Context: an optimization exercise on an open-source flow, tuned for small area, a short achievable clock period and few clock cycles per item. The choices shown serve that exercise and are no tape-out recipe. Function was checked by simulation only, so behaviour that the tests miss may differ from the original.

==> design.v <==
package ex_pkg;
    typedef enum logic [2:0] {
        KIND_ALU,
        KIND_BRANCH,
        KIND_JAL,
        KIND_JALR,
        KIND_DIV
    } op_kind_e;
    typedef enum logic [3:0] {
        ALU_ADD, ALU_SUB, ALU_SLL, ALU_SRL,
        ALU_SRA, ALU_AND, ALU_OR,  ALU_XOR,
        ALU_SLT, ALU_SLTU, ALU_EQ, ALU_NE,
        ALU_LT,  ALU_GE,  ALU_LTU, ALU_GEU
    } alu_op_e;
    typedef enum logic [1:0] {
        DIV_DIV,
        DIV_DIVU,
        DIV_REM,
        DIV_REMU
    } div_op_e;
    typedef enum logic [1:0] {
        SRC1_ZERO,
        SRC1_PC,
        SRC1_RS1
    } src1_sel_e;
    typedef enum logic {
        SRC2_IMM,
        SRC2_RS2
    } src2_sel_e;
    typedef struct packed {
        logic [32-1:0]   pc;
        logic [32-1:0]   imm;
        logic [32-1:0]   rs1_data;
        logic [32-1:0]   rs2_data;
        logic [5-1:0] rd_addr;
        logic               rd_we;
        op_kind_e           kind;
        alu_op_e            alu_op;
        div_op_e            div_op;
        src1_sel_e          src1_sel;
        src2_sel_e          src2_sel;
        logic               pred_taken;      
        logic [32-1:0]   pred_pc;         
    } id_ex_t;
    typedef struct packed {
        logic [32-1:0]   pc;
        logic [5-1:0] rd_addr;
        logic               rd_we;
        logic [32-1:0]   rd_wdata;
    } ex_mem_t;
    typedef struct packed {
        logic               is_branch;
        logic               taken;
        logic [32-1:0]   target;
        logic               miss;
        logic [32-1:0]   redirect_pc;
    } branch_res_t;
endpackage
`timescale 1ns/1ps
module ex_decode (
    input  logic [32-1:0] pc,
    input  logic [32-1:0] imm,
    input  logic [32-1:0] rs1_data,
    input  logic [32-1:0] rs2_data,
    input  logic [2:0]       kind,
    input  logic [3:0]       op,
    input  logic [1:0]       src1_sel,
    input  logic             src2_sel,
    output logic [32-1:0] operand_a,
    output logic [32-1:0] operand_b,
    output logic [3:0]       alu_op,
    output logic             is_div,
    output logic             is_jump,
    output logic             is_cond
);
    logic sel_pc;
    logic sel_rs1;
    logic sel_rs2;
    assign is_div  = kind[2];                        
    assign is_jump = !kind[2] && kind[1];
    assign is_cond = !kind[2] && !kind[1] && kind[0];
    assign sel_pc  = !is_div && (src1_sel == 2'd1);
    assign sel_rs1 = !is_div && (src1_sel == 2'd2);
    assign sel_rs2 = is_div || src2_sel;
    assign operand_a = ({32{sel_pc}} & pc) | ({32{sel_rs1}} & rs1_data);
    assign operand_b = sel_rs2 ? rs2_data : imm;
    assign alu_op    = is_jump ? 4'd0 : op;
endmodule
`timescale 1ns/1ps
module ex_add #(
    parameter int W = 32
) (
    input  logic [W-1:0] a,
    input  logic [W-1:0] b,
    input  logic         cin,
    output logic [W-1:0] sum,
    output logic         cout
);
    localparam int L = (W <= 16) ? 4 : (W <= 32) ? 5 : 6;
    logic [W-1:0] g [L+1];
    logic [W-1:0] p [L+1];
    logic [W-1:0] pr;
    assign pr   = a ^ b;
    assign g[0] = (a & b) | {{(W-1){1'b0}}, pr[0] & cin};
    assign p[0] = pr;
    for (genvar l = 0; l < L; l++) begin : g_lvl
        for (genvar i = 0; i < W; i++) begin : g_bit
            if ((i >> l) & 1) begin : g_op
                localparam int J = ((i >> l) << l) - 1;
                assign g[l+1][i] = g[l][i] | (p[l][i] & g[l][J]);
                assign p[l+1][i] = p[l][i] & p[l][J];
            end else begin : g_pass
                assign g[l+1][i] = g[l][i];
                assign p[l+1][i] = p[l][i];
            end
        end
    end
    assign sum  = pr ^ {g[L][W-2:0], cin};
    assign cout = g[L][W-1];
endmodule
module ex_alu (
    input  logic [32-1:0] operand_a,
    input  logic [32-1:0] operand_b,
    input  logic [3:0]       alu_op,
    input  logic             force_en,     
    input  logic             force_sub,
    input  logic             norm,         
    input  logic [32-1:0] norm_val,
    input  logic [4:0]       norm_amt,
    output logic [32-1:0] alu_out,
    output logic [32-1:0] sum_out,
    output logic             cmp_out,
    output logic [32-1:0] sh_out
);
    logic             sub;
    logic [32-1:0] b_in;
    logic [32-1:0] sum;
    logic             cout;
    logic [32-1:0] gen;
    logic [32-1:0] prop;
    logic             lt_s;
    logic             lt_u;
    logic             eq;
    logic             rev;
    logic             fill;
    logic [4:0]       amt;
    logic [32-1:0] sh_src;
    logic [32-1:0] sh_in;
    logic [32-1:0] sh_res;
    function automatic logic [32-1:0] bitrev(input logic [32-1:0] x);
        for (int i = 0; i < 32; i++) bitrev[i] = x[32-1-i];
    endfunction
    assign sub  = force_en ? force_sub : (alu_op[3] || (alu_op == 4'd1));
    assign b_in = operand_b ^ {32{sub}};
    ex_add #(.W(32)) i_add (
        .a    (operand_a),
        .b    (b_in),
        .cin  (sub),
        .sum  (sum),
        .cout (cout)
    );
    assign gen  = operand_a & b_in;
    assign prop = operand_a ^ b_in;
    assign lt_u = !cout;
    assign lt_s = (operand_a[32-1] ^ operand_b[32-1]) ? operand_a[32-1] : sum[32-1];
    assign eq   = &prop;                  
    assign rev    = norm || (alu_op == 4'd2);
    assign fill   = !norm && (alu_op == 4'd4) && operand_a[32-1];
    assign amt    = norm ? norm_amt : operand_b[5-1:0];
    assign sh_src = norm ? norm_val : operand_a;
    assign sh_in  = rev ? bitrev(sh_src) : sh_src;
    always_comb begin
        sh_res = sh_in;
        for (int s = 0; s < 5; s++) begin
            if (amt[s]) sh_res = (sh_res >> (1 << s)) | ({32{fill}} << (32 - (1 << s)));
        end
    end
    assign sh_out = rev ? bitrev(sh_res) : sh_res;
    always_comb begin
        case (alu_op)
            4'd8, 4'd12: cmp_out = lt_s;
            4'd9, 4'd14: cmp_out = lt_u;
            4'd10:       cmp_out = eq;
            4'd11:       cmp_out = !eq;
            4'd13:       cmp_out = !lt_s;
            default:     cmp_out = !lt_u;
        endcase
    end
    always_comb begin
        case (alu_op)
            4'd0, 4'd1:       alu_out = sum;
            4'd2, 4'd3, 4'd4: alu_out = sh_out;
            4'd5:             alu_out = gen;
            4'd6:             alu_out = gen | prop;
            4'd7:             alu_out = prop;
            default:          alu_out = {{(32-1){1'b0}}, cmp_out};
        endcase
    end
    assign sum_out = sum;
endmodule
`timescale 1ns/1ps
module ex_lzc (
    input  logic [32-1:0] x,
    output logic [4:0]       cnt,
    output logic             zero
);
    logic [15:0] v1;  logic [15:0]     c1;
    logic [7:0]  v2;  logic [7:0][1:0] c2;
    logic [3:0]  v3;  logic [3:0][2:0] c3;
    logic [1:0]  v4;  logic [1:0][3:0] c4;
    for (genvar i = 0; i < 16; i++) begin : g_l1
        assign v1[i] = x[2*i+1] | x[2*i];
        assign c1[i] = !x[2*i+1];
    end
    for (genvar i = 0; i < 8; i++) begin : g_l2
        assign v2[i] = v1[2*i+1] | v1[2*i];
        assign c2[i] = v1[2*i+1] ? {1'b0, c1[2*i+1]} : {1'b1, c1[2*i]};
    end
    for (genvar i = 0; i < 4; i++) begin : g_l3
        assign v3[i] = v2[2*i+1] | v2[2*i];
        assign c3[i] = v2[2*i+1] ? {1'b0, c2[2*i+1]} : {1'b1, c2[2*i]};
    end
    for (genvar i = 0; i < 2; i++) begin : g_l4
        assign v4[i] = v3[2*i+1] | v3[2*i];
        assign c4[i] = v3[2*i+1] ? {1'b0, c3[2*i+1]} : {1'b1, c3[2*i]};
    end
    assign zero = !(v4[1] | v4[0]);
    assign cnt  = v4[1] ? {1'b0, c4[1]} : {1'b1, c4[0]};
endmodule
module ex_divider (
    input  logic             clk,
    input  logic             rst_n,
    input  logic             req,         
    input  logic             take,        
    input  logic [1:0]       div_op,
    input  logic [32-1:0] dividend,
    input  logic [32-1:0] divisor,
    input  logic [32-1:0] divisor_mag,  
    input  logic [32-1:0] sh_out,       
    output logic             norm,         
    output logic [32-1:0] norm_val,
    output logic [4:0]       norm_amt,
    output logic             ready,        
    output logic [32-1:0] result
);
    localparam logic [1:0] S_IDLE = 2'd0, S_NORM = 2'd1, S_ITER = 2'd2, S_FIN = 2'd3;
    logic [1:0]            state;
    logic [32-1:0]      rem_q;        
    logic [32-1:0]      quot_q;
    logic [32:0]        dsr_q;        
    logic [3:0]            count;        
    logic                  want_rem_q;
    logic                  neg_q;        
    logic                  signed_op;
    logic                  a_neg;
    logic                  b_neg;
    logic [32-1:0]      neg_in;
    logic                  neg_en;
    logic [32-1:0]      neg_or;       
    logic [32-1:0]      neg_out;
    logic [4:0]            lz_r;
    logic [4:0]            lz_d;
    logic                  rem_zero;
    logic                  dsr_zero;
    logic                  early;
    logic [32:0]        diff_a;
    logic                  ge_a;
    logic [32-1:0]      rem_a;
    logic [32-1:0]      diff_b;
    logic                  ge_b;
    logic [32-1:0]      rem_b;
    assign signed_op = !div_op[0];
    assign a_neg     = signed_op && dividend[32-1];
    assign b_neg     = signed_op && divisor[32-1];
    assign neg_in = (state == S_FIN) ? (want_rem_q ? rem_q : quot_q) : dividend;
    assign neg_en = (state == S_FIN) ? neg_q : ((state == S_IDLE) && a_neg);
    always_comb begin
        logic [32-1:0] o;
        o = {neg_in[32-2:0], 1'b0};
        for (int s = 1; s < 32; s = s * 2) o = o | (o << s);
        neg_or = o;
    end
    assign neg_out = neg_in ^ (neg_or & {32{neg_en}});
    ex_lzc i_lz_r (.x(rem_q), .cnt(lz_r), .zero(rem_zero));
    ex_lzc i_lz_d (.x(dsr_q[32-1:0]), .cnt(lz_d), .zero(dsr_zero));
    assign {ge_a, diff_a} = {1'b1, 1'b0, rem_q} - {1'b0, dsr_q};
    assign rem_a = ge_a ? diff_a[32-1:0] : rem_q;
    assign {ge_b, diff_b} = {1'b1, rem_a} - {1'b0, dsr_q[32:1]};
    assign rem_b = ge_b ? diff_b : rem_a;
    assign early    = dsr_zero || !ge_a;
    assign norm     = (state == S_NORM);
    assign norm_val = dsr_q[32-1:0];
    assign norm_amt = lz_d - lz_r;
    assign ready  = (state == S_NORM && early) || (state == S_FIN);
    assign result = (state == S_NORM && !want_rem_q) ? {32{dsr_zero}} : neg_out;
    always_ff @(posedge clk) begin
        if (!rst_n) begin
            state <= S_IDLE;
        end else begin
            case (state)
                S_IDLE:  if (req) state <= S_NORM;
                S_NORM:  if (!early) state <= S_ITER;
                         else if (take) state <= S_IDLE;
                S_ITER:  if (count == 4'd0) state <= S_FIN;
                default: if (take) state <= S_IDLE;
            endcase
        end
    end
    always_ff @(posedge clk) begin
        case (state)
            S_IDLE: begin
                rem_q      <= neg_out;
                dsr_q      <= {1'b0, divisor_mag};
                want_rem_q <= div_op[1];
                neg_q      <= div_op[1] ? a_neg : (a_neg ^ b_neg);
            end
            S_NORM: begin
                if (!early) begin
                    dsr_q  <= norm_amt[0] ? {1'b0, sh_out} : {sh_out, 1'b0};
                    count  <= norm_amt[4:1];
                    quot_q <= '0;
                end
            end
            S_ITER: begin
                rem_q  <= rem_b;
                quot_q <= {quot_q[32-3:0], ge_a, ge_b};
                dsr_q  <= dsr_q >> 2;
                count  <= count - 4'd1;
            end
            default: ;
        endcase
    end
endmodule
`timescale 1ns/1ps
module ex_resolve (
    input  logic               clk,
    input  logic               rst_n,
    input  logic               load,
    input  logic               out_ready,
    input  logic [32-1:0]   pc,
    input  logic [32-1:0]   imm,
    input  logic [5-1:0] rd_addr,
    input  logic               rd_we,
    input  logic               pred_taken,
    input  logic [32-1:0]   pred_pc,
    input  logic               is_div,
    input  logic               is_jump,
    input  logic               is_cond,
    input  logic [32-1:0]   operand_a,
    input  logic [32-1:0]   operand_b,
    input  logic [32-1:0]   alu_out,
    input  logic               cmp_out,
    input  logic [32-1:0]   div_result,
    output logic               out_valid,
    output logic [32-1:0]   out_pc,
    output logic [5-1:0] out_rd_addr,
    output logic               out_rd_we,
    output logic [32-1:0]   out_rd_wdata,
    output logic               out_is_branch,
    output logic               out_taken,
    output logic [32-1:0]   out_target,
    output logic               out_miss,
    output logic [32-1:0]   out_redirect_pc
);
    logic [32-1:0]   pc_imm;
    logic               pc_imm_co;
    logic [32-1:0]   pc_step;
    logic               hit_cond;
    logic               hit_jump;
    logic               taken;
    logic               miss;
    logic [32-1:0]   res_nx;
    logic [32-1:0]   res_q;
    logic               branch_q;
    logic               taken_q;
    logic               miss_q;
    logic               jump_q;      
    logic               plain_q;     
    logic               cond_taken_q;
    logic               not_taken_q;
    function automatic logic sum_is(input logic [32-1:0] a, input logic [32-1:0] b,
                                    input logic [32-1:0] k);
        logic [32-1:0] c;
        c = {(a[32-2:0] & b[32-2:0]) | ((a[32-2:0] ^ b[32-2:0]) & ~k[32-2:0]), 1'b0};
        sum_is = ((a ^ b ^ k) == c);
    endfunction
    ex_add #(.W(32)) i_pc_imm (
        .a    (pc),
        .b    (imm),
        .cin  (1'b0),
        .sum  (pc_imm),
        .cout (pc_imm_co)
    );
    assign hit_cond = (pc_imm == pred_pc);
    assign hit_jump = sum_is(operand_a, operand_b, pred_pc);
    assign taken = is_jump || (is_cond && cmp_out);
    assign miss  = is_jump ? (!pred_taken || !hit_jump)
                           : (is_cond && (cmp_out ? (!pred_taken || !hit_cond) : pred_taken));
    always_comb begin
        if (is_div)       res_nx = div_result;
        else if (is_cond) res_nx = pc_imm;
        else              res_nx = alu_out;
    end
    always_ff @(posedge clk) begin
        if (!rst_n) begin
            out_valid <= 1'b0;
        end else if (load) begin
            out_valid <= 1'b1;
        end else if (out_ready) begin
            out_valid <= 1'b0;
        end
    end
    always_ff @(posedge clk) begin
        if (load) begin
            out_pc       <= pc;
            out_rd_addr  <= rd_addr;
            out_rd_we    <= rd_we;
            res_q        <= res_nx;
            branch_q     <= is_jump || is_cond;
            taken_q      <= taken;
            miss_q       <= miss;
            jump_q       <= is_jump;
            plain_q      <= !is_jump && !is_cond;
            cond_taken_q <= is_cond && cmp_out;
            not_taken_q  <= is_cond && !cmp_out;
        end
    end
    assign pc_step         = {out_pc[32-1:2] + 30'd1, out_pc[1:0]};
    assign out_is_branch   = branch_q;
    assign out_taken       = taken_q;
    assign out_miss        = miss_q;
    assign out_target      = {32{branch_q}} & res_q;
    assign out_redirect_pc = ({32{taken_q}} & res_q) |
                             ({32{not_taken_q}} & pc_step);
    assign out_rd_wdata    = ({32{plain_q}} & res_q) |
                             ({32{jump_q}} & pc_step) |
                             {{(32-1){1'b0}}, cond_taken_q};
endmodule
`timescale 1ns/1ps
module ex_stage (
    input  logic               clk,
    input  logic               rst_n,
    input  logic               in_valid,
    output logic               in_ready,
    input  logic [32-1:0]   in_pc,
    input  logic [32-1:0]   in_imm,
    input  logic [32-1:0]   in_rs1_data,
    input  logic [32-1:0]   in_rs2_data,
    input  logic [5-1:0] in_rd_addr,
    input  logic               in_rd_we,
    input  logic [2:0]         in_kind,
    input  logic [3:0]         in_alu_op,
    input  logic [1:0]         in_div_op,
    input  logic [1:0]         in_src1_sel,
    input  logic               in_src2_sel,
    input  logic               in_pred_taken,
    input  logic [32-1:0]   in_pred_pc,
    output logic               out_valid,
    input  logic               out_ready,
    output logic [32-1:0]   out_pc,
    output logic [5-1:0] out_rd_addr,
    output logic               out_rd_we,
    output logic [32-1:0]   out_rd_wdata,
    output logic               out_is_branch,
    output logic               out_taken,
    output logic [32-1:0]   out_target,
    output logic               out_miss,
    output logic [32-1:0]   out_redirect_pc
);
    logic [32-1:0] operand_a;
    logic [32-1:0] operand_b;
    logic [3:0]       alu_op;
    logic             is_div;
    logic             is_jump;
    logic             is_cond;
    logic [32-1:0] alu_out;
    logic             cmp_out;
    logic [32-1:0] sum_out;
    logic [32-1:0] sh_out;
    logic             norm;
    logic [32-1:0] norm_val;
    logic [4:0]       norm_amt;
    logic             div_ready;
    logic [32-1:0] div_result;
    logic             slot_free;
    logic             accept;
    assign slot_free = !out_valid || out_ready;
    assign in_ready  = slot_free && (!is_div || div_ready);
    assign accept    = in_valid && in_ready;
    ex_decode i_decode (
        .pc        (in_pc),
        .imm       (in_imm),
        .rs1_data  (in_rs1_data),
        .rs2_data  (in_rs2_data),
        .kind      (in_kind),
        .op        (in_alu_op),
        .src1_sel  (in_src1_sel),
        .src2_sel  (in_src2_sel),
        .operand_a (operand_a),
        .operand_b (operand_b),
        .alu_op    (alu_op),
        .is_div    (is_div),
        .is_jump   (is_jump),
        .is_cond   (is_cond)
    );
    ex_alu i_alu (
        .operand_a (operand_a),
        .operand_b (operand_b),
        .alu_op    (alu_op),
        .force_en  (is_div),
        .force_sub (!in_div_op[0] && in_rs2_data[32-1]),
        .norm      (norm),
        .norm_val  (norm_val),
        .norm_amt  (norm_amt),
        .alu_out   (alu_out),
        .sum_out   (sum_out),
        .cmp_out   (cmp_out),
        .sh_out    (sh_out)
    );
    ex_divider i_divider (
        .clk      (clk),
        .rst_n    (rst_n),
        .req      (in_valid && is_div),
        .take     (accept),
        .div_op   (in_div_op),
        .dividend (in_rs1_data),
        .divisor     (in_rs2_data),
        .divisor_mag (sum_out),
        .sh_out      (sh_out),
        .norm        (norm),
        .norm_val    (norm_val),
        .norm_amt    (norm_amt),
        .ready       (div_ready),
        .result      (div_result)
    );
    ex_resolve i_resolve (
        .clk             (clk),
        .rst_n           (rst_n),
        .load            (accept),
        .out_ready       (out_ready),
        .pc              (in_pc),
        .imm             (in_imm),
        .rd_addr         (in_rd_addr),
        .rd_we           (in_rd_we),
        .pred_taken      (in_pred_taken),
        .pred_pc         (in_pred_pc),
        .is_div          (is_div),
        .is_jump         (is_jump),
        .is_cond         (is_cond),
        .operand_a       (operand_a),
        .operand_b       (operand_b),
        .alu_out         (alu_out),
        .cmp_out         (cmp_out),
        .div_result      (div_result),
        .out_valid       (out_valid),
        .out_pc          (out_pc),
        .out_rd_addr     (out_rd_addr),
        .out_rd_we       (out_rd_we),
        .out_rd_wdata    (out_rd_wdata),
        .out_is_branch   (out_is_branch),
        .out_taken       (out_taken),
        .out_target      (out_target),
        .out_miss        (out_miss),
        .out_redirect_pc (out_redirect_pc)
    );
endmodule
`timescale 1ns/1ps
module ex_unit (
    input  logic               clk,
    input  logic               rst_n,
    input  logic               in_valid,
    output logic               in_ready,
    input  logic [32-1:0]   in_pc,
    input  logic [32-1:0]   in_imm,
    input  logic [32-1:0]   in_rs1_data,
    input  logic [32-1:0]   in_rs2_data,
    input  logic [5-1:0] in_rd_addr,
    input  logic               in_rd_we,
    input  logic [2:0]         in_kind,
    input  logic [3:0]         in_alu_op,
    input  logic [1:0]         in_div_op,
    input  logic [1:0]         in_src1_sel,
    input  logic               in_src2_sel,
    input  logic               in_pred_taken,
    input  logic [32-1:0]   in_pred_pc,
    output logic               out_valid,
    input  logic               out_ready,
    output logic [32-1:0]   out_pc,
    output logic [5-1:0] out_rd_addr,
    output logic               out_rd_we,
    output logic [32-1:0]   out_rd_wdata,
    output logic               out_is_branch,
    output logic               out_taken,
    output logic [32-1:0]   out_target,
    output logic               out_miss,
    output logic [32-1:0]   out_redirect_pc
);
    ex_stage i_stage (
        .clk             (clk),
        .rst_n           (rst_n),
        .in_valid        (in_valid),
        .in_ready        (in_ready),
        .in_pc           (in_pc),
        .in_imm          (in_imm),
        .in_rs1_data     (in_rs1_data),
        .in_rs2_data     (in_rs2_data),
        .in_rd_addr      (in_rd_addr),
        .in_rd_we        (in_rd_we),
        .in_kind         (in_kind),
        .in_alu_op       (in_alu_op),
        .in_div_op       (in_div_op),
        .in_src1_sel     (in_src1_sel),
        .in_src2_sel     (in_src2_sel),
        .in_pred_taken   (in_pred_taken),
        .in_pred_pc      (in_pred_pc),
        .out_valid       (out_valid),
        .out_ready       (out_ready),
        .out_pc          (out_pc),
        .out_rd_addr     (out_rd_addr),
        .out_rd_we       (out_rd_we),
        .out_rd_wdata    (out_rd_wdata),
        .out_is_branch   (out_is_branch),
        .out_taken       (out_taken),
        .out_target      (out_target),
        .out_miss        (out_miss),
        .out_redirect_pc (out_redirect_pc)
    );
endmodule
==> flow/run.sh <==
#!/bin/bash
# The standard ORFS layout (standard.sh), with every port buffered by a
# buf_2 instead of the default buffer the ORFS picks for buffer_ports.
# The whole ORFS run's output goes to orfs_flow.log here; ORFS's own per-step
# logs stay under orfs/logs/.
set -euo pipefail
cd "$(dirname "$0")/.."
export BUFFER_PORTS_ARGS="-buffer_cell sky130_fd_sc_hd__buf_2"
bash standard.sh > orfs_flow.log 2>&1
==> standard.sh <==
#!/bin/bash
# synth_recipe.tcl (not shown) runs the flow's synth.tcl, then flattens the netlist and writes it again
# the make line also repeats each setting of config.mk as NAME=value (left out here)
make -C /OpenROAD-flow-scripts/flow DESIGN_CONFIG=/design/flow/config.mk WORK_HOME=/design/flow/orfs CLKGATE_MAP_FILE= SYNTH_SCRIPT=/design/flow/synth_recipe.tcl "${@:-finish}"
==> config.mk <==
export PLATFORM = sky130hd
export DESIGN_NAME = ex_unit
export DESIGN_NICKNAME = ex_unit
export VERILOG_FILES = /design/flow/design.v
export SDC_FILE = /design/flow/constraint.sdc
export NUM_CORES = 4
export LEC_CHECK = 0
export CAP_MARGIN = 40
export CORE_MARGIN = 2
export CORE_UTILIZATION = 40
export PLACE_DENSITY = 0.6
export SETUP_SLACK_MARGIN = 4
export SLEW_MARGIN = 20
==> constraint.sdc <==
create_clock -name core_clock -period 10.0 [get_ports {clk}]
set_input_delay 2.0000 -clock core_clock [delete_from_list [all_inputs] [get_ports {clk}]]
set_output_delay 2.0000 -clock core_clock [all_outputs]
set_load 0.01 [all_outputs]
==> results of run 1 <==
==> per-stage QoR <==
step / area (µm²) / instances
after floorplan: 26800 / 3292
after CTS: 30900 / 4446
after global routing: 32100 / 4504
final: 32100 / 4507
after global placement: 29300 / 4353
after detailed placement: 29400 / 4369
==> kinds of logic (layout without fill, tap and decap cells) <==
family	Yosys count	count (layout)	synth area share
flops	183	183	0.204
other cells	0	3	0
buf+inv	401	749	0.0598
simple gates	987	987	0.187
xor+xnor	244	244	0.0840
mux	205	205	0.0852
fa+ha+maj	212	212	0.111
compound gates	1060	1060	0.268
==> worst paths after layout <==
| path | from | endpoint | depth (start not counted) |
|---|---|---|---|
| max | in_kind[2] | i_stage.i_resolve.res_q[0]$_DFFE_PP_ | 17 |
| min reg2reg | i_stage.i_divider.quot_q[17]$_SDFFCE_PN0P_ | i_stage.i_divider.quot_q[19]$_SDFFCE_PN0P_ | 1 |
| max reg2reg | i_stage.i_divider.dsr_q[1]$_DFFE_PP_ | i_stage.i_divider.rem_q[15]$_DFFE_PP_ | 26 |
| min | i_stage.i_divider.quot_q[17]$_SDFFCE_PN0P_ | i_stage.i_divider.quot_q[19]$_SDFFCE_PN0P_ | 1 |
==> repair_timing <==
action | CTS | global route
cloned | 1 | 6
pin swaps | 23 | 54
resized for setup | 104 | 141
endpoints found under the setup margin | 93 | 87
buffers inserted | 44 | 48
==> layout make-up <==
cell class	count	area, µm²
antenna	3	7.51
clock buffer	18	429
clock inverter	14	159
fill	6514	33900
inverter	203	769
multi-input combinational	2708	20800
sequential	183	5470
tap	864	1080
timing repair buffer	514	3380
==> flip-flops by register name, indices dropped and copies added (netlist names), 2 cells and up <==
signal,flops
i_stage.i_divider.state,2
i_stage.i_resolve.out_rd_addr,5
i_stage.i_resolve.out_pc,32
i_stage.i_resolve.res_q,32
i_stage.i_divider.count,4
i_stage.i_divider.dsr_q,33
i_stage.i_divider.quot_q,32
i_stage.i_divider.rem_q,32
==> placed cells by master (no fill, tap or decap), types with 127 or more instances in the layout <==
cell type / count
buf_4: 150
edfxtp_1: 180
xnor2_1: 141
nand2_1: 185
nor2_1: 289
buf_2: 326
a21oi_1: 253
o21ai_0: 127
ha_1: 145
inv_1: 190
==> routing by layer <==
| metal | part of all wire | vias up | GRT usage |
|---|---|---|---|
| met1 | 0.39 | 14400 | 0.499 |
| met4 | 0.069 | 2 | 0.211 |
| met2 | 0.42 | 2112 | 0.570 |
| li1 | - | 12900 | - |
| met5 | 0.000058 | - | 0 |
| met3 | 0.12 | 428 | 0.105 |
==> flow_summary_export.csv, run 1 <==
group,metric,value,unit
route,drc,0,
route,firstDrtPassIters,7,
worst_setup_path,end_kind,"flip-flop",
cts,cts-root-buf,"clkbuf_16",
worst_setup_path,reg2reg_slack,3.97,ns
cts,ctsLongestPathBuffers,2,
worst_hold_path,worstHoldPathType,"flip-flop to flip-flop",
cts,cts_tree,"done",
placed_design,gp_congestion,1.08,
route,drtIter0Drc,4706,
route,ant_nets,0,
sta,fin_crit,6.15,ns
logic_synthesis,synthCells,3292,
sta,drv_slew,0,
die,die_h,263,µm
logic_synthesis,yosysTopAreaCellShare,0.202,
sta,worst_pin_slew,1.01,ns
worst_setup_path,arrival,6.40,ns
grt,antenna_found_initial,7,
cts,clk_latency,0.52,ns
logic_synthesis,syn_avg_cell_area,8.13,µm²
logic_synthesis,synth_most_common_cell,"nor2_1",
die,initial_utilization,0.406,
die,die_w,263,µm
cts,holdBufCountCts,0,
sta,tns,0,ns
cts,cts_inserted_buffers,17,
status,status,"no timing/DRC/antenna violations",
logic_synthesis,synth_cell_types,105,
placed_design,dp_slack,2.20,ns
die,rows,94,
grt,grt_max_degree,65,
logic_synthesis,synth-async-reset-ratio,0,
route,vias_per_cell,6.64,
worst_setup_path,crit_path_max_incr_delay,0.51,ns
sta,fmax,163,MHz
layout,drive_gt1_frac,0.222,
worst_setup_path,cp-start-kind,"input pin",
placed_design,io_buffers,321,
sta,finalClockSkew,0.0296,ns
logic_synthesis,seq_area_frac_synth,0.204,
layout,fin_util,0.487,
route,wl_per_cell,30.8,µm
sta,rsz0062_at_grt,"true",
logic_synthesis,yosys_register_bits,183,
route,wl,139000,µm
cts,cts_htree_levels,4,
placed_design,dp_hpwl,109000,µm
worst_setup_path,cp_max_fo,27,
sta,holdWs,0.561,ns
worst_setup_path,crit_required,10.25,ns
grt,grt_pass1_vias,27200,
layout,syn2layout_area_growth,19.9,%
die,io_pins,322,
layout,final_nets,4022,
sta,finalWorstSetupSlack,3.85,ns
route,vias,29900,
logic_synthesis,yosysTopAreaCell,"edfxtp_1",
logic_synthesis,ys.flop_type,"edfxtp_1",
die,coreArea,66000,µm²
logic_synthesis,syn_nets,3687,
worst_setup_path,slowest_stage,"ha_2",
logic_synthesis,netlist_area,26800,µm²
cts,path_clk_slew,0.09,ns
sta,setup_viol,0,
worst_setup_path,crit_type,"input pin to flip-flop",
job,cap_violations,0,
logic_synthesis,ys_warn_count,6,
cts,cts_sinks,183,
worst_setup_path,cp_num_buf_inv,3,
sta,post-route-period-util,0.615,
grt,grt_pass1_wl,193000,µm
worst_setup_path,crit_chain,"buf_2, buf_6, nand2_1, o32a_4, buf_6, xnor2_1, ha_2, nand4b_1, nor4_4, nand3_1, xnor2_1, a211oi_1, o21ai_0, a211oi_1, nor2_1, o211ai_1, a31oi_1",
worst_setup_path,crit_family,"compound AO/OA/AOI/OAI gates",
logic_synthesis,synth_edf_count,180,
logic_synthesis,synthTopCellsByCount,"nor2_1, a21oi_1, inv_1",
die,die_area,69000,µm²
sta,hold_violations,0,
sta,max-slew-margin-rel,0.323,
logic_synthesis,synthTopCellsByArea,"edfxtp_1, ha_1, a21oi_1, mux2i_1, xnor2_1",
grt,grt_remaining_overflow,0,
grt,grt_usage,0.382,
Testbench counts, summed over its fixed seeds: cycles 4,685, items 3,200.
==> run 2: changes to the inputs <==
--- a/design.v
+++ b/design.v
@@ -66,12 +66,15 @@
     input  logic [3:0]       op,
     input  logic [1:0]       src1_sel,
     input  logic             src2_sel,
+    input  logic             norm,         
+    input  logic [32-1:0] norm_val,
     output logic [32-1:0] operand_a,
     output logic [32-1:0] operand_b,
     output logic [3:0]       alu_op,
     output logic             is_div,
     output logic             is_jump,
-    output logic             is_cond
+    output logic             is_cond,
+    output logic [8:0]       res_sel       
 );
     logic sel_pc;
     logic sel_rs1;
@@ -82,9 +85,21 @@
     assign sel_pc  = !is_div && (src1_sel == 2'd1);
     assign sel_rs1 = !is_div && (src1_sel == 2'd2);
     assign sel_rs2 = is_div || src2_sel;
-    assign operand_a = ({32{sel_pc}} & pc) | ({32{sel_rs1}} & rs1_data);
+    assign operand_a = ({32{sel_pc}} & pc) | ({32{sel_rs1}} & rs1_data) |
+                       ({32{norm}} & norm_val);
     assign operand_b = sel_rs2 ? rs2_data : imm;
     assign alu_op    = is_jump ? 4'd0 : op;
+    logic is_alu;
+    assign is_alu     = !kind[2] && !kind[1] && !kind[0];
+    assign res_sel[0] = is_jump || (is_alu && (op == 4'd0 || op == 4'd1));
+    assign res_sel[1] = is_alu && (op == 4'd3 || op == 4'd4);
+    assign res_sel[2] = is_alu && (op == 4'd2);
+    assign res_sel[3] = is_alu && (op == 4'd5);
+    assign res_sel[4] = is_alu && (op == 4'd6);
+    assign res_sel[5] = is_alu && (op == 4'd7);
+    assign res_sel[6] = is_alu && op[3];
+    assign res_sel[7] = is_cond;
+    assign res_sel[8] = is_div;
 endmodule
 `timescale 1ns/1ps
 module ex_add #(
@@ -125,28 +140,23 @@
     input  logic             force_en,     
     input  logic             force_sub,
     input  logic             norm,         
-    input  logic [32-1:0] norm_val,
     input  logic [4:0]       norm_amt,
-    output logic [32-1:0] alu_out,
-    output logic [32-1:0] sum_out,
-    output logic             cmp_out,
-    output logic [32-1:0] sh_out
+    output logic [32-1:0] sum,
+    output logic [32-1:0] gen,          
+    output logic [32-1:0] prop,         
+    output logic [32-1:0] sh_res,       
+    output logic             cmp_out
 );
     logic             sub;
     logic [32-1:0] b_in;
-    logic [32-1:0] sum;
     logic             cout;
-    logic [32-1:0] gen;
-    logic [32-1:0] prop;
     logic             lt_s;
     logic             lt_u;
     logic             eq;
     logic             rev;
     logic             fill;
     logic [4:0]       amt;
-    logic [32-1:0] sh_src;
     logic [32-1:0] sh_in;
-    logic [32-1:0] sh_res;
     function automatic logic [32-1:0] bitrev(input logic [32-1:0] x);
         for (int i = 0; i < 32; i++) bitrev[i] = x[32-1-i];
     endfunction
@@ -164,18 +174,16 @@
     assign lt_u = !cout;
     assign lt_s = (operand_a[32-1] ^ operand_b[32-1]) ? operand_a[32-1] : sum[32-1];
     assign eq   = &prop;                  
-    assign rev    = norm || (alu_op == 4'd2);
-    assign fill   = !norm && (alu_op == 4'd4) && operand_a[32-1];
-    assign amt    = norm ? norm_amt : operand_b[5-1:0];
-    assign sh_src = norm ? norm_val : operand_a;
-    assign sh_in  = rev ? bitrev(sh_src) : sh_src;
+    assign rev   = norm || (alu_op == 4'd2);
+    assign fill  = !norm && (alu_op == 4'd4) && operand_a[32-1];
+    assign amt   = norm ? norm_amt : operand_b[5-1:0];
+    assign sh_in = rev ? bitrev(operand_a) : operand_a;
     always_comb begin
         sh_res = sh_in;
         for (int s = 0; s < 5; s++) begin
             if (amt[s]) sh_res = (sh_res >> (1 << s)) | ({32{fill}} << (32 - (1 << s)));
         end
     end
-    assign sh_out = rev ? bitrev(sh_res) : sh_res;
     always_comb begin
         case (alu_op)
             4'd8, 4'd12: cmp_out = lt_s;
@@ -186,17 +194,6 @@
             default:     cmp_out = !lt_u;
         endcase
     end
-    always_comb begin
-        case (alu_op)
-            4'd0, 4'd1:       alu_out = sum;
-            4'd2, 4'd3, 4'd4: alu_out = sh_out;
-            4'd5:             alu_out = gen;
-            4'd6:             alu_out = gen | prop;
-            4'd7:             alu_out = prop;
-            default:          alu_out = {{(32-1){1'b0}}, cmp_out};
-        endcase
-    end
-    assign sum_out = sum;
 endmodule
 `timescale 1ns/1ps
 module ex_lzc (
@@ -236,7 +233,7 @@
     input  logic [32-1:0] dividend,
     input  logic [32-1:0] divisor,
     input  logic [32-1:0] divisor_mag,  
-    input  logic [32-1:0] sh_out,       
+    input  logic [32-1:0] sh_left,      
     output logic             norm,         
     output logic [32-1:0] norm_val,
     output logic [4:0]       norm_amt,
@@ -316,7 +313,7 @@
             end
             S_NORM: begin
                 if (!early) begin
-                    dsr_q  <= norm_amt[0] ? {1'b0, sh_out} : {sh_out, 1'b0};
+                    dsr_q  <= norm_amt[0] ? {1'b0, sh_left} : {sh_left, 1'b0};
                     count  <= norm_amt[4:1];
                     quot_q <= '0;
                 end
@@ -348,7 +345,11 @@
     input  logic               is_cond,
     input  logic [32-1:0]   operand_a,
     input  logic [32-1:0]   operand_b,
-    input  logic [32-1:0]   alu_out,
+    input  logic [8:0]         res_sel,
+    input  logic [32-1:0]   sum,
+    input  logic [32-1:0]   gen,
+    input  logic [32-1:0]   prop,
+    input  logic [32-1:0]   sh_res,
     input  logic               cmp_out,
     input  logic [32-1:0]   div_result,
     output logic               out_valid,
@@ -396,11 +397,18 @@
     assign taken = is_jump || (is_cond && cmp_out);
     assign miss  = is_jump ? (!pred_taken || !hit_jump)
                            : (is_cond && (cmp_out ? (!pred_taken || !hit_cond) : pred_taken));
-    always_comb begin
-        if (is_div)       res_nx = div_result;
-        else if (is_cond) res_nx = pc_imm;
-        else              res_nx = alu_out;
-    end
+    function automatic logic [32-1:0] bitrev(input logic [32-1:0] x);
+        for (int i = 0; i < 32; i++) bitrev[i] = x[32-1-i];
+    endfunction
+    assign res_nx = ({32{res_sel[0]}} & sum) |
+                    ({32{res_sel[1]}} & sh_res) |
+                    ({32{res_sel[2]}} & bitrev(sh_res)) |
+                    ({32{res_sel[3]}} & gen) |
+                    ({32{res_sel[4]}} & (gen | prop)) |
+                    ({32{res_sel[5]}} & prop) |
+                    {{(32-1){1'b0}}, res_sel[6] & cmp_out} |
+                    ({32{res_sel[7]}} & pc_imm) |
+                    ({32{res_sel[8]}} & div_result);
     always_ff @(posedge clk) begin
         if (!rst_n) begin
             out_valid <= 1'b0;
@@ -473,10 +481,12 @@
     logic             is_div;
     logic             is_jump;
     logic             is_cond;
-    logic [32-1:0] alu_out;
+    logic [32-1:0] sum;
+    logic [32-1:0] gen;
+    logic [32-1:0] prop;
+    logic [32-1:0] sh_res;
+    logic [8:0]       res_sel;
     logic             cmp_out;
-    logic [32-1:0] sum_out;
-    logic [32-1:0] sh_out;
     logic             norm;
     logic [32-1:0] norm_val;
     logic [4:0]       norm_amt;
@@ -484,6 +494,9 @@
     logic [32-1:0] div_result;
     logic             slot_free;
     logic             accept;
+    function automatic logic [32-1:0] bitrev(input logic [32-1:0] x);
+        for (int i = 0; i < 32; i++) bitrev[i] = x[32-1-i];
+    endfunction
     assign slot_free = !out_valid || out_ready;
     assign in_ready  = slot_free && (!is_div || div_ready);
     assign accept    = in_valid && in_ready;
@@ -496,12 +509,15 @@
         .op        (in_alu_op),
         .src1_sel  (in_src1_sel),
         .src2_sel  (in_src2_sel),
+        .norm      (norm),
+        .norm_val  (norm_val),
         .operand_a (operand_a),
         .operand_b (operand_b),
         .alu_op    (alu_op),
         .is_div    (is_div),
         .is_jump   (is_jump),
-        .is_cond   (is_cond)
+        .is_cond   (is_cond),
+        .res_sel   (res_sel)
     );
     ex_alu i_alu (
         .operand_a (operand_a),
@@ -510,12 +526,12 @@
         .force_en  (is_div),
         .force_sub (!in_div_op[0] && in_rs2_data[32-1]),
         .norm      (norm),
-        .norm_val  (norm_val),
         .norm_amt  (norm_amt),
-        .alu_out   (alu_out),
-        .sum_out   (sum_out),
-        .cmp_out   (cmp_out),
-        .sh_out    (sh_out)
+        .sum       (sum),
+        .gen       (gen),
+        .prop      (prop),
+        .sh_res    (sh_res),
+        .cmp_out   (cmp_out)
     );
     ex_divider i_divider (
         .clk      (clk),
@@ -525,8 +541,8 @@
         .div_op   (in_div_op),
         .dividend (in_rs1_data),
         .divisor     (in_rs2_data),
-        .divisor_mag (sum_out),
-        .sh_out      (sh_out),
+        .divisor_mag (sum),
+        .sh_left     (bitrev(sh_res)),
         .norm        (norm),
         .norm_val    (norm_val),
         .norm_amt    (norm_amt),
@@ -549,7 +565,11 @@
         .is_cond         (is_cond),
         .operand_a       (operand_a),
         .operand_b       (operand_b),
-        .alu_out         (alu_out),
+        .res_sel         (res_sel),
+        .sum             (sum),
+        .gen             (gen),
+        .prop            (prop),
+        .sh_res          (sh_res),
         .cmp_out         (cmp_out),
         .div_result      (div_result),
         .out_valid       (out_valid),
==> flow/run.sh (replaced) <==
#!/bin/bash
# The standard ORFS layout (standard.sh), with every port buffered by a
# buf_1 instead of the default buffer the ORFS picks for buffer_ports.
# The whole ORFS run's output goes to orfs_flow.log here; ORFS's own per-step
# logs stay under orfs/logs/.
set -euo pipefail
cd "$(dirname "$0")/.."
export BUFFER_PORTS_ARGS="-buffer_cell sky130_fd_sc_hd__buf_1"
bash standard.sh > orfs_flow.log 2>&1
==> flow_summary_export.csv, run 2 <==
group,metric,value,unit
worst_setup_path,reg2reg_slack,3.73,ns
worst_setup_path,timing.rr.start,"i_stage.i_divider.dsr_q[3]$_DFFE_PP_",
logic_synthesis,syn_avg_cell_area,8.37,µm²
logic_synthesis,ys_warn_count,7,
placed_design,io_buffers,321,
logic_synthesis,seq_area_frac_synth,0.218,
sta,tns,0,ns
logic_synthesis,synth_cell_types,102,
layout,final_nets,3833,
grt,grt_pass1_wl,179000,µm
logic_synthesis,synth_edf_count,180,
cts,clk_latency,0.54,ns
cts,cts-root-buf,"clkbuf_16",
sta,fin_crit,6.33,ns
route,wl,132000,µm
worst_setup_path,crit_type,"input pin to flip-flop",
route,drtIter0Drc,4354,
worst_setup_path,crit_required,10.30,ns
layout,drive_gt1_frac,0.197,
logic_synthesis,synthCells,2990,
die,coreArea,61800,µm²
logic_synthesis,yosys_register_bits,183,
logic_synthesis,synthTopCellsByCount,"nor2_1, a21oi_1, nand2_1",
layout,largest_reg_flops,33,
job,cap_violations,0,
die,rows,91,
layout,syn2layout_area_growth,27.0,%
route,vias,28000,
route,drc,0,
logic_synthesis,synthTopCellsByArea,"edfxtp_1, ha_1, mux2i_1, xnor2_1, a21oi_1",
die,die_w,254,µm
cts,cts_tree,"done",
layout,final_cell_count_no_fill,4292,
worst_setup_path,arrival,6.63,ns
worst_setup_path,end_kind,"flip-flop",
placed_design,gp_congestion,1.13,
placed_design,dp_hpwl,101000,µm
logic_synthesis,syn_nets,3385,
logic_synthesis,synth-async-reset-ratio,0,
sta,worst_pin_slew,1.07,ns
layout,layout_common_cells,"buf_1, nor2_1, a21oi_1",
grt,antenna_found_initial,6,
worst_hold_path,holdPathStages,2,
grt,grt_max_degree,77,
grt,grt_usage,0.390,
worst_hold_path,whs_endpoint,"i_stage.i_divider.state[0]$_SDFFE_PN0P_",
sta,holdWs,0.544,ns
cts,ctsLongestPathBuffers,2,
layout,largest_register,"i_stage.i_divider.dsr_q",
logic_synthesis,yosysTopAreaCell,"edfxtp_1",
grt,grt_remaining_overflow,0,
route,wl_per_cell,30.6,µm
sta,post-route-period-util,0.633,
cts,cts_htree_levels,4,
cts,cts_inserted_buffers,17,
sta,max-slew-margin-rel,0.284,
worst_setup_path,worstRegToRegCells,29,
worst_setup_path,cp_max_fo,3,
die,initial_utilization,0.405,
logic_synthesis,netlist_area,25000,µm²
status,status,"no timing/DRC/antenna violations",
logic_synthesis,yosysTopAreaCellShare,0.216,
sta,finalWorstSetupSlack,3.67,ns
logic_synthesis,ys.flop_type,"edfxtp_1",
worst_hold_path,worstHoldPathType,"flip-flop to flip-flop",
logic_synthesis,synth_most_common_cell,"nor2_1",
layout,nFillCells,5876,
placed_design,dp_slack,2.25,ns
cts,path_clk_slew,0.10,ns
sta,hold_violations,0,
sta,finalClockSkew,0.0341,ns
sta,setup_viol,0,
placed_design,placedCellCount,4066,
die,io_pins,322,
sta,drv_slew,0,
die,die_area,64600,µm²
cts,cts_sinks,183,
route,ant_nets,0,
route,firstDrtPassIters,7,
die,die_h,254,µm
layout,mostFrequentLayoutCell,"buf_1",
worst_setup_path,cp-start-kind,"input pin",
sta,rsz0062_at_grt,"true",
sta,fmax,158,MHz
worst_hold_path,worstHoldStart,"i_stage.i_divider.state[0]$_SDFFE_PN0P_",
route,vias_per_cell,6.52,
grt,grt_pass1_vias,24900,
worst_setup_path,reg2reg_to,"i_stage.i_divider.rem_q[17]$_DFFE_PP_",
## run 2: cell count changes after synthesis, sizes merged, moves of 36 or more
cell,before,now
o211ai,66,21
xnor2,143,181
clkbuf,133,87
mux2i,136,172
o21ai,190,153
## run 2: worst max-delay path, stage by stage
cell and delay, ns:
buf_12 0.11, ha_4 0.16, fa_2 0.42, a211oi_4 0.29, o211a_1 0.23, nor2_2 0.05, a311o_2 0.43, inv_2 0.09
fa_2 0.49, xnor2_2 0.17, a2111oi_2 0.21, nand4_1 0.19, nor4_2 0.19, nand4_1 0.15, a2111oi_2 0.26, nand4_1 0.21
nor4_4 0.21, nand4_1 0.19, nor4_2 0.21, nand4_1 0.12, o31a_1 0.25
## run 2: cell families (layout without fill, tap and decap cells)
group                      after synthesis  in the layout  share of synthesized area
adders and majority gates              212            212                      0.119
DFF                                    183            183                      0.218
and+or+nand+nor                        877            877                      0.173
other                                    0              4                          0
AOI/OAI and AO/OA                      884            884                      0.239
buffers and inverters                  329            790                     0.0538
xor gates and xnor gates               262            262                     0.0923
muxes                                  243            243                      0.105
## run 2: routing by layer
metal,track usage,part of all wire
met1,0.492,0.38
met2,0.586,0.42
met3,0.108,0.13
met4,0.246,0.079
met5,0,0.00021
## run 2: cell type report
type                    count  area [µm²]  area share
diodes                      4        10.0    0.000315
clock buffers              18         429      0.0135
clock inverters            14         153     0.00481
inverters                 169         634      0.0200
multi-input cells        2478       20000       0.631
flip-flops and latches    183        5470       0.172
well taps                 837        1050      0.0330
repair buffers            589        3980       0.125
## run 2: what timing repair did
item | in CTS | in global routing
resized for setup | 208 | 196
pin swaps | 81 | 74
endpoints found under the setup margin | 98 | 97
setup buffers | 78 | 99
cloned | 9 | 3
hold buffers | 0 | 0
## run 2: worst max-delay path by stage
stage / from / end / slack (ns)
finish: in_imm[0] / i_stage.i_resolve.miss_q$_DFFE_PP_ / 3.67
global route: in_imm[0] / i_stage.i_resolve.miss_q$_DFFE_PP_ / 3.46
CTS: in_imm[0] / i_stage.i_resolve.miss_q$_DFFE_PP_ / 3.50
detailed placement: in_kind[2] / i_stage.i_resolve.miss_q$_DFFE_PP_ / 2.25
global placement: in_kind[2] / i_stage.i_resolve.miss_q$_DFFE_PP_ / 2.34
floorplan: in_pc[0] / i_stage.i_resolve.miss_q$_DFFE_PP_ / 3.76
## run 2: per-stage QoR
step / utilization / instance area [µm²]
floorplan: - / 25100
global placement: 0.437 / 27000
detailed placement: 0.443 / 27400
CTS: 0.481 / 29800
global route: 0.514 / 31800
finish: 0.514 / 31800
Testbench counts of run 2, summed over its fixed seeds: cycles 4,685, items 3,200.
==> run 3: changes to the inputs <==
--- a/config.mk
+++ b/config.mk
@@ -5,9 +5,11 @@
 export SDC_FILE = /design/flow/constraint.sdc
 export NUM_CORES = 4
 export LEC_CHECK = 0
+export ABC_AREA = 1
 export CAP_MARGIN = 40
 export CORE_MARGIN = 2
 export CORE_UTILIZATION = 40
 export PLACE_DENSITY = 0.6
-export SETUP_SLACK_MARGIN = 4
+export SETUP_SLACK_MARGIN = 5
 export SLEW_MARGIN = 20
+export TNS_END_PERCENT = 5
==> flow_summary_export.csv, run 3 <==
group,metric,value,unit
status,status,"no timing/DRC/antenna violations",
layout,largest_reg_flops,33,
logic_synthesis,syn_avg_cell_area,6.38,µm²
grt,grt_pass1_wl,202000,µm
sta,max-slew-margin-rel,0.250,
cts,clk_latency,0.53,ns
worst_setup_path,end_kind,"flip-flop",
worst_hold_path,whs_endpoint,"i_stage.i_divider.quot_q[10]$_SDFFCE_PN0P_",
logic_synthesis,synth_most_common_cell,"nand2_1",
worst_setup_path,slowest_stage,"o21ai_1",
die,coreArea,65700,µm²
route,vias_per_cell,5.99,
grt,grt_usage,0.412,
cts,cts_htree_levels,4,
worst_setup_path,cp-start-kind,"input pin",
cts,cts-root-buf,"clkbuf_16",
cts,cts_sinks,183,
worst_setup_path,cp_num_buf_inv,6,
layout,seqCellArea,5470,µm²
sta,fmax,186,MHz
placed_design,gp_congestion,1.07,
sta,finalClockSkew,0.0310,ns
cts,cts_tree,"done",
cts,cts_inserted_buffers,17,
logic_synthesis,synth_edf_count,180,
worst_setup_path,worstRegToRegCells,23,
route,vias,32500,
logic_synthesis,ys_warn_count,7,
route,wl,145000,µm
logic_synthesis,syn_nets,4552,
layout,layout_common_cells,"nand2_1, nand3_1, inv_1",
worst_hold_path,worstHoldStart,"i_stage.i_divider.quot_q[8]$_SDFFCE_PN0P_",
cts,ctsLongestPathBuffers,2,
logic_synthesis,synthCells,4157,
logic_synthesis,yosysTopAreaCellShare,0.204,
sta,setup_viol,0,
route,ant_nets,0,
worst_setup_path,crit_path_max_incr_delay,0.47,ns
die,die_h,261,µm
worst_setup_path,arrival,5.55,ns
worst_setup_path,reg2reg_slack,4.78,ns
worst_setup_path,crit_required,10.17,ns
route,drtIter0Drc,4252,
die,initial_utilization,0.403,
layout,mostFrequentLayoutCell,"nand2_1",
layout,nFillCells,6882,
sta,hold_violations,0,
die,rows,94,
logic_synthesis,netlist_area,26500,µm²
sta,tns,0,ns
sta,post-route-period-util,0.538,
cts,holdBufCountCts,0,
grt,grt_remaining_overflow,0,
layout,final_nets,4943,
grt,antenna_found_initial,7,
worst_setup_path,crit_chain,"buf_1, inv_1, o21ai_1, o21ai_4, buf_12, buf_8, buf_16, xnor2_2, ha_1, inv_2, nor2_1, nor2_1, nand2_1, a21oi_4, nand3b_1, nand3_1, nand4_1, a21oi_1, nand4_1",
die,io_pins,322,
logic_synthesis,seq_area_frac_synth,0.206,
sta,worst_pin_slew,1.12,ns
layout,final_cell_count_no_fill,5431,
placed_design,dp_hpwl,116000,µm
logic_synthesis,synth-async-reset-ratio,0,
sta,rsz0062_at_grt,"true",
die,die_w,261,µm
layout,drive_gt1_frac,0.145,
worst_hold_path,holdPathStages,2,
grt,grt_max_degree,67,
grt,grt_pass1_vias,29400,
logic_synthesis,synthTopCellsByArea,"edfxtp_1, nand2_1, nand3_1, ha_1, inv_1",
logic_synthesis,synth_cell_types,70,
logic_synthesis,ys.flop_type,"edfxtp_1",
die,die_area,68400,µm²
sta,drv_slew,0,
logic_synthesis,yosys_register_bits,183,
cts,path_clk_slew,0.09,ns
worst_setup_path,cp_max_fo,8,
worst_hold_path,worstHoldPathType,"flip-flop to flip-flop",
worst_setup_path,crit_family,"simple AND/OR/NAND/NOR gates",
worst_setup_path,timing.rr.start,"i_stage.i_divider.dsr_q[6]$_DFFE_PP_",
sta,fin_crit,5.38,ns
worst_setup_path,reg2reg_to,"i_stage.i_resolve.res_q[27]$_DFFE_PP_",
placed_design,placedCellCount,5250,
logic_synthesis,yosysTopAreaCell,"edfxtp_1",
layout,syn2layout_area_growth,23.6,%
worst_setup_path,crit_type,"input pin to flip-flop",
job,cap_violations,0,
route,wl_per_cell,26.8,µm
logic_synthesis,synthTopCellsByCount,"nand2_1, nand3_1, inv_1",
route,drc,0,
sta,holdWs,0.539,ns
layout,largest_register,"i_stage.i_divider.dsr_q",
placed_design,io_buffers,321,
route,firstDrtPassIters,6,
layout,multiInputGateArea,20200,µm²
run 3: cell types whose count changed after synthesis, moves of 43 or more:
cell and delta:
inv_1 +377, nand2_1 +972, a21oi_1 -52, a21o_1 -47, a22o_1 -59, and2_1 -91
xnor2_1 -120, o22ai_1 +43, mux2i_1 -150, mux2_2 -55, nand3_1 +527
run 3: cell type report:
type                    instances  area share
flip-flops and latches        183       0.167
inverters                     568      0.0673
well taps                     864      0.0330
clock inverters                15     0.00554
multi-input cells            3260       0.616
diodes                          6    0.000458
clock buffers                  17      0.0130
repair buffers                518      0.0978
run 3: what timing repair did:
action,in CTS,in global routing
pin swaps,70,40
cloned,6,2
endpoints found under the setup margin,157,118
buffers inserted,82,53
gates resized for setup,299,142
run 3: per-layer routing:
metal  vias to the layer above  share of wire  global-route usage
met5                         -        0.00018                   0
met4                         4          0.054               0.199
met3                       354           0.12               0.123
met2                      2032           0.42               0.603
met1                     15500           0.41               0.552
li1                      14700              -                   -
run 3: kinds of logic (layout without fill, tap and decap cells):
group                    Yosys count  in the layout  synth area share
AO/OA/AOI/OAI                    640            640             0.142
XOR/XNOR                         167            167            0.0552
adder cells (fa/ha/maj)          212            212             0.112
buffers and inverters            716           1118             0.110
flip-flops                       183            183             0.206
multiplexers                      26             26            0.0102
other                              0              6                 0
AND/OR/NAND/NOR                 2213           2215             0.364
run 3: worst reg2reg max path: stages (launching register included):
cell and delay (ns):
edfxtp_1 0.41, buf_4 0.16, nor2_1 0.13, nand3_1 0.17
nor3_1 0.23, a21oi_1 0.14, a21oi_2 0.20, nor2_2 0.07
o211ai_1 0.23, a211oi_1 0.12, nor3_2 0.38, ha_1 0.30
nand3_1 0.08, nand2_1 0.13, xor2_4 0.33, nand2_1 0.16
o21ai_4 0.12, buf_12 0.22, inv_6 0.19, nand2_2 0.19
nand2_1 0.15, a21oi_2 0.53, nand2_1 0.24, nand4_1 0.18
run 3: how the worst max path moves through the flow:
stage,start,end,slack [ns],cells past startpoint
after detailed placement,i_stage.i_divider.dsr_q[18]$_DFFE_PP_,i_stage.i_divider.rem_q[30]$_DFFE_PP_,3.11,24
after global placement,in_kind[2],i_stage.i_resolve.res_q[8]$_DFFE_PP_,3.00,23
after global routing,in_pc[0],i_stage.i_resolve.miss_q$_DFFE_PP_,4.65,24
final,in_rs2_data[31],i_stage.i_resolve.res_q[31]$_DFFE_PP_,4.62,19
after CTS,in_kind[2],i_stage.i_resolve.res_q[5]$_DFFE_PP_,4.88,21
after floorplan,in_kind[2],i_stage.i_resolve.res_q[8]$_DFFE_PP_,4.79,23
run 3: through the flow:
stage	util	area (µm²)	setup slack, ns
floorplan	-	26700	4.79
global placement	0.435	28600	3.00
detailed placement	0.439	28800	3.11
CTS	0.481	31600	4.88
global route	0.498	32800	4.65
finish	0.498	32800	4.62
==> run 4: changes to the inputs <==
--- a/config.mk
+++ b/config.mk
@@ -8,8 +8,8 @@
 export ABC_AREA = 1
 export CAP_MARGIN = 40
 export CORE_MARGIN = 2
-export CORE_UTILIZATION = 40
-export PLACE_DENSITY = 0.6
+export CORE_UTILIZATION = 50
+export PLACE_DENSITY = 0.7
 export SETUP_SLACK_MARGIN = 5
 export SLEW_MARGIN = 20
 export TNS_END_PERCENT = 5
==> flow_summary_export.csv, run 4 <==
group,metric,value,unit
route,wl_per_cell,26.3,µm
route,vias_per_cell,6.33,
logic_synthesis,synth_most_common_cell,"nand2_1",
route,vias,33300,
logic_synthesis,synth_cell_types,70,
die,die_w,234,µm
worst_hold_path,whs_endpoint,"i_stage.i_divider.quot_q[2]$_SDFFCE_PN0P_",
cts,ctsLongestPathBuffers,2,
layout,layout_common_cells,"nand2_1, nand3_1, inv_1",
sta,finalClockSkew,0.0158,ns
die,rows,84,
grt,grt_max_degree,67,
sta,drv_slew,0,
logic_synthesis,synth_edf_count,180,
die,io_pins,322,
placed_design,placedCellCount,5066,
layout,nFillCells,4973,
grt,grt_pass1_vias,28900,
worst_hold_path,worstHoldStart,"i_stage.i_divider.quot_q[0]$_SDFFCE_PN0P_",
logic_synthesis,ys_warn_count,7,
worst_setup_path,reg2reg_slack,4.80,ns
worst_setup_path,crit_start,"in_kind[1]",
sta,fmax,190,MHz
worst_setup_path,arrival,5.39,ns
grt,grt_pass1_wl,189000,µm
sta,post-route-period-util,0.526,
worst_setup_path,crit_required,10.13,ns
logic_synthesis,netlist_area,26500,µm²
cts,holdBufCountCts,0,
layout,syn2layout_area_growth,23.5,%
route,firstDrtPassIters,18,
status,status,"no timing/DRC/antenna violations",
cts,cts_inserted_buffers,17,
cts,cts-root-buf,"clkbuf_16",
logic_synthesis,synth-async-reset-ratio,0,
route,ant_nets,0,
route,wl,139000,µm
logic_synthesis,syn_avg_cell_area,6.38,µm²
placed_design,io_buffers,321,
layout,mostFrequentLayoutCell,"nand2_1",
die,die_area,54900,µm²
worst_setup_path,timing.rr.start,"i_stage.i_divider.dsr_q[15]$_DFFE_PP_",
layout,drive_gt1_frac,0.154,
cts,cts_sinks,183,
sta,tns,0,ns
cts,clk_latency,0.53,ns
logic_synthesis,yosysTopAreaCell,"edfxtp_1",
layout,largest_register,"i_stage.i_divider.dsr_q",
die,die_h,234,µm
worst_setup_path,crit_type,"input pin to flip-flop",
worst_setup_path,worstRegToRegCells,19,
sta,worst_pin_slew,0.887,ns
logic_synthesis,synthCells,4157,
sta,setup_viol,0,
job,cap_violations,0,
layout,final_cell_count_no_fill,5267,
die,coreArea,52400,µm²
worst_setup_path,cp-start-kind,"input pin",
layout,largest_reg_flops,33,
sta,max-slew-margin-rel,0.409,
logic_synthesis,yosysTopAreaCellShare,0.204,
cts,path_clk_slew,0.08,ns
layout,final_nets,4950,
cts,cts_htree_levels,4,
cts,cts_tree,"done",
grt,grt_usage,0.480,
worst_hold_path,worstHoldPathType,"flip-flop to flip-flop",
route,drtIter0Drc,5285,
logic_synthesis,ys.flop_type,"edfxtp_1",
placed_design,dp_hpwl,108000,µm
placed_design,gp_congestion,1.07,
logic_synthesis,seq_area_frac_synth,0.206,
logic_synthesis,synthTopCellsByCount,"nand2_1, nand3_1, inv_1",
logic_synthesis,yosys_register_bits,183,
sta,rsz0062_at_grt,"true",
sta,hold_violations,0,
grt,grt_remaining_overflow,0,
worst_setup_path,end_kind,"flip-flop",
grt,antenna_found_initial,11,
worst_setup_path,cp_max_fo,7,
sta,fin_crit,5.26,ns
logic_synthesis,synthTopCellsByArea,"edfxtp_1, nand2_1, nand3_1, ha_1, inv_1",
logic_synthesis,syn_nets,4552,
worst_setup_path,reg2reg_to,"i_stage.i_resolve.res_q[2]$_DFFE_PP_",
route,drc,0,
die,initial_utilization,0.506,
worst_hold_path,holdPathStages,2,
## run 4: how the worst max path moves through the flow
stage | endpoint | slack (ns) | cells past startpoint
floorplan | i_stage.i_resolve.res_q[8]$_DFFE_PP_ | 4.79 | 23
global placement | i_stage.i_resolve.res_q[8]$_DFFE_PP_ | 2.96 | 20
detailed placement | i_stage.i_resolve.res_q[0]$_DFFE_PP_ | 3.19 | 22
CTS | in_ready | 4.87 | 13
global route | i_stage.i_resolve.res_q[2]$_DFFE_PP_ | 4.76 | 18
finish | i_stage.i_resolve.res_q[2]$_DFFE_PP_ | 4.74 | 18
## run 4: final cells by class
class	count	area (µm²)	share of cell area
diodes	11	27.5	0.000840
clock buffers	17	425	0.0130
clock inverters	15	204	0.00623
inverters	568	2220	0.0679
multi-input cells	3259	20300	0.620
flip-flops and latches	183	5470	0.167
well taps	688	861	0.0263
repair buffers	525	3220	0.0983
repair inverters	1	8.76	0.000267
## run 4: timing repair
item	4_1_cts	5_1_grt
setup endpoints to repair	110	120
gates resized for setup	226	273
cloned	3	5
buffers inserted	44	103
pin swaps	47	85
## run 4: cells by family after synthesis
kind of cell | share of synthesized area
AND/OR/NAND/NOR | 0.364
buffers and inverters | 0.110
AO/OA/AOI/OAI | 0.142
adder cells (fa/ha/maj) | 0.112
flip-flops | 0.206
XOR/XNOR | 0.0552
multiplexers | 0.0102
## run 4: per-layer routing
metal | track usage | part of all wire | up-vias
li1 | - | - | 14700
met1 | 0.628 | 0.38 | 15500
met2 | 0.671 | 0.40 | 2696
met3 | 0.203 | 0.16 | 477
met4 | 0.240 | 0.059 | 6
met5 | 0 | 0.00066 | -
## run 4: critical path, stage by stage
cell,delay [ns]
clkbuf_2,0.16
nand2_8,0.09
inv_8,0.08
nor2_4,0.03
inv_2,0.07
o31ai_4,0.09
o21ai_4,0.18
buf_12,0.16
buf_16,0.18
xor2_4,0.17
inv_2,0.06
fa_2,0.36
inv_1,0.08
fa_1,0.40
inv_1,0.09
o22ai_1,0.10
a211oi_1,0.59
nand4_1,0.46
## run 4: stage by stage
stage | hold WS (ns) | cell area, µm² | util | setup WS, ns
3_5_place_dp | 0.519 | 28600 | 0.545 | 3.19
2_1_floorplan | 0.507 | 26700 | - | 4.79
4_1_cts | 0.539 | 30600 | 0.584 | 4.87
5_1_grt | 0.578 | 32700 | 0.624 | 4.76
3_3_place_gp | 0.512 | 28400 | 0.541 | 2.96
6_report | 0.542 | 32800 | 0.624 | 4.74
==> run 5: changes to the inputs <==
--- a/design.v
+++ b/design.v
@@ -392,7 +392,7 @@
         .sum  (pc_imm),
         .cout (pc_imm_co)
     );
-    assign hit_cond = (pc_imm == pred_pc);
+    assign hit_cond = sum_is(pc, imm, pred_pc);
     assign hit_jump = sum_is(operand_a, operand_b, pred_pc);
     assign taken = is_jump || (is_cond && cmp_out);
     assign miss  = is_jump ? (!pred_taken || !hit_jump)
==> flow_summary_export.csv, run 5 <==
group,metric,value,unit
layout,largest_reg_flops,33,
grt,grt_max_degree,65,
logic_synthesis,yosysTopAreaCell,"edfxtp_1",
cts,cts_tree,"done",
cts,cts_htree_levels,4,
cts,clk_latency,0.53,ns
layout,drive_gt1_frac,0.108,
die,die_area,55700,µm²
logic_synthesis,synth_edf_count,180,
die,initial_utilization,0.503,
cts,cts_inserted_buffers,17,
status,status,"no timing/DRC/antenna violations",
sta,post-route-period-util,0.519,
sta,finalClockSkew,0.0222,ns
worst_setup_path,worstRegToRegCells,21,
logic_synthesis,yosys_register_bits,183,
layout,nFillCells,5208,
layout,layout_common_cells,"nand2_1, nand3_1, inv_1",
worst_setup_path,cp-start-kind,"input pin",
worst_setup_path,crit_chain,"buf_6, buf_12, nor2_4, buf_12, buf_16, mux2i_4, xnor2_4, inv_2, ha_4, nand2_4, nor2_4, buf_12, nand4_1, nor2_4, nand4_1, a21oi_1, o21ai_1, nand2_1, nor2_2, nand3_2, nand2_2, nand3_2, nand3_2",
sta,tns,0,ns
worst_hold_path,worstHoldPathType,"flip-flop to flip-flop",
worst_setup_path,crit_cells,23,
worst_setup_path,crit_family,"simple AND/OR/NAND/NOR gates",
sta,fin_crit,5.19,ns
logic_synthesis,synth-async-reset-ratio,0,
logic_synthesis,netlist_area,26900,µm²
worst_hold_path,holdPathStages,2,
route,drtIter0Drc,4972,
die,die_w,236,µm
route,ant_nets,0,
grt,grt_remaining_overflow,0,
route,firstDrtPassIters,8,
route,wl_per_cell,26.4,µm
cts,cts-root-buf,"clkbuf_16",
logic_synthesis,yosysTopAreaCellShare,0.201,
placed_design,dp_hpwl,107000,µm
placed_design,io_buffers,321,
placed_design,placed_cell_area,28800,µm²
layout,largest_register,"i_stage.i_divider.dsr_q",
layout,multiInputGateArea,20000,µm²
cts,holdBufCountCts,0,
sta,max-slew-margin-rel,0.396,
route,vias_per_cell,6.32,
worst_setup_path,cp_num_buf_inv,6,
grt,grt_pass1_wl,193000,µm
-- run 5: changes by cell type after synthesis, sizes merged, moves of 16 or more --
| cell | change |
|---|---|
| a21oi | -26 |
| fa | +31 |
| nand2 | -103 |
| nand4 | +32 |
| or2 | +16 |
| xnor2 | +28 |
| xor2 | -20 |
-- run 5: cells by family after synthesis --
logic type,Yosys count,synth area share
AO/OA/AOI/OAI,624,0.137
multiplexers,26,0.0101
adder cells (fa/ha/maj),243,0.134
flip-flops,183,0.203
AND/OR/NAND/NOR,2154,0.351
XOR/XNOR,175,0.0569
buffers and inverters,719,0.107
-- run 5: path summary, 6_finish.rpt --
kind,start,endpoint
setup reg to reg,i_stage.i_divider.dsr_q[13]$_DFFE_PP_,i_stage.i_divider.dsr_q[31]$_DFFE_PP_
hold / removal,i_stage.i_divider.quot_q[4]$_SDFFCE_PN0P_,i_stage.i_divider.quot_q[6]$_SDFFCE_PN0P_
hold reg to reg,i_stage.i_divider.quot_q[4]$_SDFFCE_PN0P_,i_stage.i_divider.quot_q[6]$_SDFFCE_PN0P_
setup / recovery,in_kind[2],i_stage.i_resolve.miss_q$_DFFE_PP_
-- run 5: layer usage --
layer  up-vias  track usage  wire (µm)
met5         -            0         64
met4        10        0.269       9500
met3       453        0.150      19700
met2      2433        0.674      54300
met1     15200        0.629      52600
li1      14500            -          -
-- run 5: final cells by class --
class	instances	area share
Antenna cell	6	0.000473
Inverter	562	0.0691
Timing Repair Buffer	454	0.0820
Multi-Input combinational cell	3224	0.631
Clock buffer	20	0.0144
Clock inverter	12	0.00379
Tap cell	696	0.0275
Sequential cell	183	0.172
-- run 5: worst min-delay path, cell delays in order, from the launching register on --
cell and delay [ns]:
edfxtp_1 0.34, nand2_1 0.05, inv_1 0.04
-- run 5: repair_timing --
action                                  4_1_cts  5_1_grt
gates cloned                                  6        2
resized for setup                           156      155
pin swaps                                    30       36
endpoints found under the setup margin      175      118
setup buffers                                50       40
-- run 5: per-stage QoR --
stage | hold slack (ns) | utilization | setup slack [ns] | std cells
after global routing | 0.563 | 0.593 | 4.76 | 5153
after global placement | 0.515 | 0.536 | 3.16 | 5015
after floorplan | 0.507 | - | 4.94 | 4124
after detailed placement | 0.521 | 0.538 | 3.10 | 5021
final | 0.534 | 0.593 | 4.81 | 5157
after CTS | 0.537 | 0.573 | 4.89 | 5109
Testbench counts of run 5, summed over its fixed seeds: cycles 4,685, items 3,200.

## separate check: timing with driven ports
No port has a modelled driver above. Below, the same layouts with a new extraction and two added sets of constraints. Step 1 assumes that a clkbuf_16 drives the clock port and a buf_2 every other input. Step 2 adds t to the input delays and takes it off the output delays; t is the mean of the earliest and latest rising clock arrival at the registers after step 1. Input paths then give back, and output paths get back, about the clock's delay inside the block. Slacks: no drivers / after step 1 / after step 2; pairs: no drivers / after step 1.
run | t, ns | slack for setup (ns) | clock arrival spread, ns | slew at the worst register clock pin (ns)
run 1 | 0.575 | 3.847 / 3.888 / 3.314 | 0.029 / 0.029 | 0.10 / 0.10
run 2 | 0.590 | 3.671 / 3.691 / 3.101 | 0.036 / 0.036 | 0.10 / 0.10
run 3 | 0.579 | 4.619 / 4.654 / 4.075 | 0.031 / 0.031 | 0.10 / 0.10
run 4 | 0.581 | 4.743 / 4.746 / 4.165 | 0.016 / 0.017 | 0.09 / 0.09
run 5 | 0.570 | 4.812 / 4.823 / 4.261 | 0.022 / 0.022 | 0.09 / 0.09
After both steps every run listed still meets setup and hold. The setup slack of run 4, which loses most, moves by +0.003 ns with the drivers and by -0.578 ns with both steps.
